This design comes from an exercise in tuning for small area and a short achievable clock period on the open sky130 flow, not from production work. Only simulation tests tie the RTL to the original design; equivalence was not proved. Power figures rest on the tool's default switching activity, not on a simulated workload.

===== flow/config.mk =====
export PLATFORM = sky130hd
export DESIGN_NAME = bbox_top
export DESIGN_NICKNAME = bbox_top
export VERILOG_FILES = /design/flow/design.v
export SDC_FILE = /design/flow/constraint.sdc
export NUM_CORES = 4
export LEC_CHECK = 0
export CAP_MARGIN = 20
export CORE_MARGIN = 2
export CORE_UTILIZATION = 40
export SLEW_MARGIN = 20

===== flow/constraint.sdc =====
create_clock -name core_clock -period 9.0 [get_ports {clk}]
set_input_delay 1.8000 -clock core_clock [delete_from_list [all_inputs] [get_ports {clk}]]
set_output_delay 1.8000 -clock core_clock [all_outputs]
set_load 0.01 [all_outputs]

===== flow/design.v =====
`timescale 1ns/1ps
`default_nettype none
module bbox_extent #(
    parameter int sigfig = 24,
    parameter int radix = 10
) (
    input  logic [3*3*sigfig-1:0] verts,
    input  logic [3:0]            msaa,
    output logic [4*sigfig-1:0]   snapped
);
    logic signed [sigfig-1:0] vx [3];
    logic signed [sigfig-1:0] vy [3];
    logic signed [sigfig-1:0] ll_x, ll_y, ur_x, ur_y;
    logic [radix-1:0] frac_mask;
    always_comb begin
        for (int v = 0; v < 3; v++) begin
            vx[v] = verts[3*sigfig*v + 2*sigfig +: sigfig];
            vy[v] = verts[3*sigfig*v + sigfig +: sigfig];
        end
    end
    function automatic logic signed [sigfig-1:0] min3(input logic signed [sigfig-1:0] a,
                                                      input logic signed [sigfig-1:0] b,
                                                      input logic signed [sigfig-1:0] c);
        logic signed [sigfig-1:0] m;
        m = (a < b) ? a : b;
        min3 = (c < m) ? c : m;
    endfunction
    function automatic logic signed [sigfig-1:0] max3(input logic signed [sigfig-1:0] a,
                                                      input logic signed [sigfig-1:0] b,
                                                      input logic signed [sigfig-1:0] c);
        logic signed [sigfig-1:0] m;
        m = (a > b) ? a : b;
        max3 = (c > m) ? c : m;
    endfunction
    always_comb begin
        ll_x = min3(vx[0], vx[1], vx[2]);
        ll_y = min3(vy[0], vy[1], vy[2]);
        ur_x = max3(vx[0], vx[1], vx[2]);
        ur_y = max3(vy[0], vy[1], vy[2]);
    end
    always_comb begin
        case (msaa)
            4'b1000: frac_mask = '0;
            4'b0100: frac_mask = {1'b1, {(radix-1){1'b0}}};
            4'b0010: frac_mask = {2'b11, {(radix-2){1'b0}}};
            default: frac_mask = {3'b111, {(radix-3){1'b0}}};
        endcase
    end
    assign snapped = {ll_x[sigfig-1:radix], ll_x[radix-1:0] & frac_mask,
                      ll_y[sigfig-1:radix], ll_y[radix-1:0] & frac_mask,
                      ur_x[sigfig-1:radix], ur_x[radix-1:0] & frac_mask,
                      ur_y[sigfig-1:radix], ur_y[radix-1:0] & frac_mask};
endmodule
`default_nettype wire
`timescale 1ns/1ps
`default_nettype none
module bbox_screen_clip #(
    parameter int sigfig = 24
) (
    input  logic [12*sigfig:0]  pkt,
    input  logic [4*sigfig-1:0] snapped,
    input  logic [2*sigfig-1:0] screen,
    output logic [16*sigfig:0]  result
);
    logic signed [sigfig-1:0] ll_x, ll_y, ur_x, ur_y;
    logic signed [sigfig-1:0] scr_x, scr_y;
    logic off_screen;
    logic past_right;
    logic past_top;
    logic before_left;
    logic before_bottom;
    logic signed [sigfig-1:0] cl_ll_x, cl_ll_y, cl_ur_x, cl_ur_y;
    assign {ll_x, ll_y, ur_x, ur_y} = snapped;
    assign {scr_x, scr_y} = screen;
    function automatic logic signed [sigfig-1:0] at_least_zero(input logic signed [sigfig-1:0] v);
        at_least_zero = (v < 0) ? '0 : v;
    endfunction
    function automatic logic signed [sigfig-1:0] at_most(input logic signed [sigfig-1:0] v,
                                                         input logic signed [sigfig-1:0] limit);
        at_most = (v > limit) ? limit : v;
    endfunction
    always_comb begin
        past_right    = ll_x > scr_x;
        past_top      = ll_y > scr_y;
        before_left   = ur_x < 0;
        before_bottom = ur_y < 0;
        off_screen    = past_right | past_top | before_left | before_bottom;
    end
    always_comb begin
        cl_ll_x = at_least_zero(ll_x);
        cl_ll_y = at_least_zero(ll_y);
        cl_ur_x = at_most(ur_x, scr_x);
        cl_ur_y = at_most(ur_y, scr_y);
    end
    assign result = {pkt[12*sigfig:1], cl_ll_x, cl_ll_y, cl_ur_x, cl_ur_y,
                     pkt[0] & ~off_screen};
endmodule
`default_nettype wire
`timescale 1ns/1ps
`default_nettype none
module bbox_pipe #(
    parameter int depth = 3,
    parameter int width = 385
) (
    input  logic             clk,
    input  logic             reset,
    input  logic             halt,
    input  logic [width-1:0] d,
    output logic [width-1:0] q
);
    logic [width-1:0] stage [depth];
    always_ff @(posedge clk) begin
        if (reset) begin
            for (int i = 0; i < depth; i++) begin
                stage[i] <= '0;
            end
        end else if (!halt) begin
            stage[0] <= d;
            for (int i = 1; i < depth; i++) begin
                stage[i] <= stage[i-1];
            end
        end
    end
    assign q = stage[depth-1];
endmodule
`default_nettype wire
`timescale 1ns/1ps
`default_nettype none
module bbox_top (
    input  logic         clk,
    input  logic         reset,
    input  logic         halt,
    input  logic [288:0] tri_in,
    input  logic [47:0]  screen,
    input  logic [3:0]   msaa,
    output logic [384:0] box_out
);
    localparam int sigfig = 24;
    localparam int radix = 10;
    localparam int pipe_depth = 3;
    logic [4*sigfig-1:0]  snapped;
    logic [16*sigfig:0]   clipped;
    bbox_extent #(
        .sigfig (sigfig),
        .radix  (radix)
    ) u_extent (
        .verts   (tri_in[12*sigfig:3*sigfig+1]),
        .msaa    (msaa),
        .snapped (snapped)
    );
    bbox_screen_clip #(
        .sigfig (sigfig)
    ) u_clip (
        .pkt     (tri_in),
        .snapped (snapped),
        .screen  (screen),
        .result  (clipped)
    );
    bbox_pipe #(
        .depth (pipe_depth),
        .width (16*sigfig+1)
    ) u_pipe (
        .clk   (clk),
        .reset (reset),
        .halt  (halt),
        .d     (clipped),
        .q     (box_out)
    );
endmodule
`default_nettype wire

===== flow/run.sh =====
#!/bin/bash
# synth_recipe.tcl (not shown) runs the flow's synth.tcl, then flattens the netlist and writes it again
# the make line also repeats each setting of config.mk as NAME=value (left out here)
make -C /OpenROAD-flow-scripts/flow DESIGN_CONFIG=/design/flow/config.mk WORK_HOME=/design/flow/orfs CLKGATE_MAP_FILE= SYNTH_SCRIPT=/design/flow/synth_recipe.tcl finish

==> results.txt <==
## per-stage QoR
stage          setup slack (ps)  utilization  total power [mW]
3_3_place_gp               -317        0.492              7.44
3_5_place_dp               -505        0.492              7.46
4_1_cts                     173        0.527              12.4
2_1_floorplan              8.76            -              6.55
5_1_grt                    45.1        0.527              12.8
6_report                    547        0.527              12.3
## report_power, final
group | switching [mW] | internal [mW] | total, mW
sequential | 0.120 | 5.12 | 5.24
combinational | 1.12 | 1.02 | 2.14
clock | 2.03 | 2.89 | 4.92
## cell type report
class	instances	area share
multi-input cells	3190	0.372
flip-flops and latches	1107	0.362
repair buffers	1031	0.158
clock buffers	176	0.0571
well taps	1524	0.0311
inverters	175	0.0107
clock inverters	37	0.00833
diodes	8	0.000327
## layer usage
layer  GRT usage  wire [µm]  share of wire
met1       0.330      69900           0.49
met2       0.349      61600           0.43
met3      0.0499       8510          0.059
met4      0.0598       3240          0.023
met5           0         94        0.00066
## synthesized netlist by cell type (all sizes together) (8+ instances only)
master / count / share of area
nor2b: 11 / 0.0015
inv: 173 / 0.014
nand3: 34 / 0.0036
nand2: 56 / 0.0045
dfxtp: 1107 / 0.47
nor3: 17 / 0.0018
a221o: 13 / 0.0028
a2111oi: 16 / 0.0047
a311oi: 8 / 0.0015
mux2: 17 / 0.0041
a221oi: 33 / 0.0066
clkbuf: 188 / 0.015
a211oi: 29 / 0.0049
buf: 130 / 0.013
nand4: 40 / 0.0057
a21oi: 178 / 0.019
a21o: 33 / 0.0053
o311a: 13 / 0.0028
o31ai: 16 / 0.0026
o21ai: 36 / 0.0039
nand2b: 17 / 0.0023
nor2: 1168 / 0.094
ha: 210 / 0.056
mux2i: 1098 / 0.23
nand3b: 15 / 0.0024
and2: 18 / 0.0024
## worst max-delay path, delay by kind of cell
kind                     cells  cell delay (ps)
multiplexers                 2              600
adder cells (fa/ha/maj)      3              800
AND/OR/NAND/NOR              9             1870
buffers and inverters        6             1330
AO/OA/AOI/OAI               11             2640
## worst max path at each step
stage                           to  depth (start not counted)
2_1_floorplan  u_pipe.stage[0][45]                         37
3_3_place_gp   u_pipe.stage[0][42]                         30
3_5_place_dp   u_pipe.stage[0][40]                         31
4_1_cts        u_pipe.stage[0][40]                         31
5_1_grt        u_pipe.stage[0][40]                         33
6_report       u_pipe.stage[0][21]                         31
## cells by family after synthesis
family,after synthesis,share of synthesized area
fa+ha+maj,210,0.0561
simple gates,1417,0.124
xor+xnor,3,0.000561
buf+inv,493,0.0420
mux,1115,0.239
flops,1107,0.473
other cells,1,0.0000801
compound gates,429,0.0647
## what timing repair did
| action | in CTS | in global routing |
|---|---|---|
| hold buffers | 0 | 0 |
| endpoints found under the hold margin | 0 | 0 |
| endpoints found under the setup margin | 0 | 23 |
| gates resized for setup | 0 | 7 |
==> qor.yml <==
synth-seq-cells: 1107
rsz0062_at_grt: "no"
hold_path_end: "u_pipe.stage[1][299]"
wl_per_cell_um: 19.8
largest_reg_flops: 1107
crit_fanout: 27
final.min_clock_period_ps: 8450
synth_area_mm2: 0.0468
start_util: 0.403
routed_wl_um: 143000
die_w_um: 346
finalCritPeriodShare: 0.939
drtIter0Drc: 2576
synth-async-reset-ratio: 0
regArea_mm2: 0.0222
synthFlopType: "dfxtp_1"
crit_type: "input pin to flop"
htree_num_levels: 3
maxCapViolations: 0
grt_pass1_vias: 34300
worstMarginPinSlew_ps: 1120
cts_setup_buffers: 0
r2r_start: "u_pipe.stage[0][36]"
max-vdd-ir-drop_v: 0.000195
dr_total_vias: 36500
top_regs: "u_pipe.stage (1107)"
final_common_cell: "nor2_1"
cp_slowest_stage_delay_ps: 620
clock_latency_ps: 720
crit_start: "tri_in[184]"
fin_hold_ws_ps: 450
fp.dieArea_mm2: 0.120
remaining_drc_errors: 0
rows: 125
clock_sinks: 1107
fill_cells: 10600
skew_ps: 47.1
synth-edff-count: 0
cts_root_buffer: "clkbuf_16"
relSlewSlack: 0.256
dp_hpwl_um: 106000
p_leak_nw: 27.5
grt.total_usage: 0.230
grt_pass1_wl_um: 215000
status: "complete, no violations"
reg2regPathDepth: 4
cp_slowest_cell: "o31ai_1"
worstPathRequired_ps: 9620
placed_area_mm2: 0.0572
hp-class: "flop to flop"
endpoint_kind: "flop"
crit_arrival_ps: 9070
synth_cell_types: 73
synthCells: 4775
cts_tree: "done"
grt_antenna_before_repair: 15
cts_buffer_depth: 3
overflow: 0
yosysSeqAreaShare: 0.473
fin_cells: 7248
dr.pass1.iters: 5
syn_to_final_growth_pct: 30.9
multiInputGateArea_mm2: 0.0228
start_kind: "input pin"
cts_buffers: 117
ios: 729
yosysWarnings: 6
postRouteAntennaNets: 0
drive_gt1_frac: 0.0997
cts.clk_slew.worst_paths_ps: 60
setup_viol: 0
core-area_mm2: 0.116
power_density_mw_per_mm2: 201
r2r-end: "u_pipe.stage[0][36]"
dp.cells: 7027
finalSetupTns_ps: 0
hp-start: "u_pipe.stage[0][299]"
report.final.slew_viol_count: 0
regMostFlops: "u_pipe.stage"
final_cell_mix: "1168 x nor2_1, 1107 x dfxtp_1, 1098 x mux2i_1"
final_area_mm2: 0.0613
hold_viol_final: 0
gp_congestion: 0.944
portBuffers: 712
rrSetupSlack_ps: 7930
via_per_inst: 5.04
hold_path_depth: 2
final_nets: 6176
grt_max_degree: 212
fmax_ghz: 0.118
die_y_um: 346
synth.avg_cell_area_um2: 9.81

static timing again, ports no longer ideal:
In the flow no input, the clock included, has a driving cell. The finished layout below was timed again as built, in two steps.
Step 1 assumes that a clkbuf_16 drives the clock port and a buf_2 every other input.
Step 2 times the ports against the registers' clock, not the clock port: input delays grow and output delays shrink by t, the midpoint of the rising clock arrivals with the driver on.
Three values: no drivers, after step 1, after step 2; two values: the first two.
t, ns: 0.763
slack for setup (ns): 0.547 / 0.588 / -0.175
hold WS [ns]: 0.450 / 0.450 / 0.450
worst setup path after step 2: input to register
clock arrival spread, ns: 0.062 / 0.062
With both steps, setup timing fails in this run, where it was met with ideal ports. For this run, drivers alone change the setup slack by +0.041 ns; drivers and shift together by -0.722 ns.
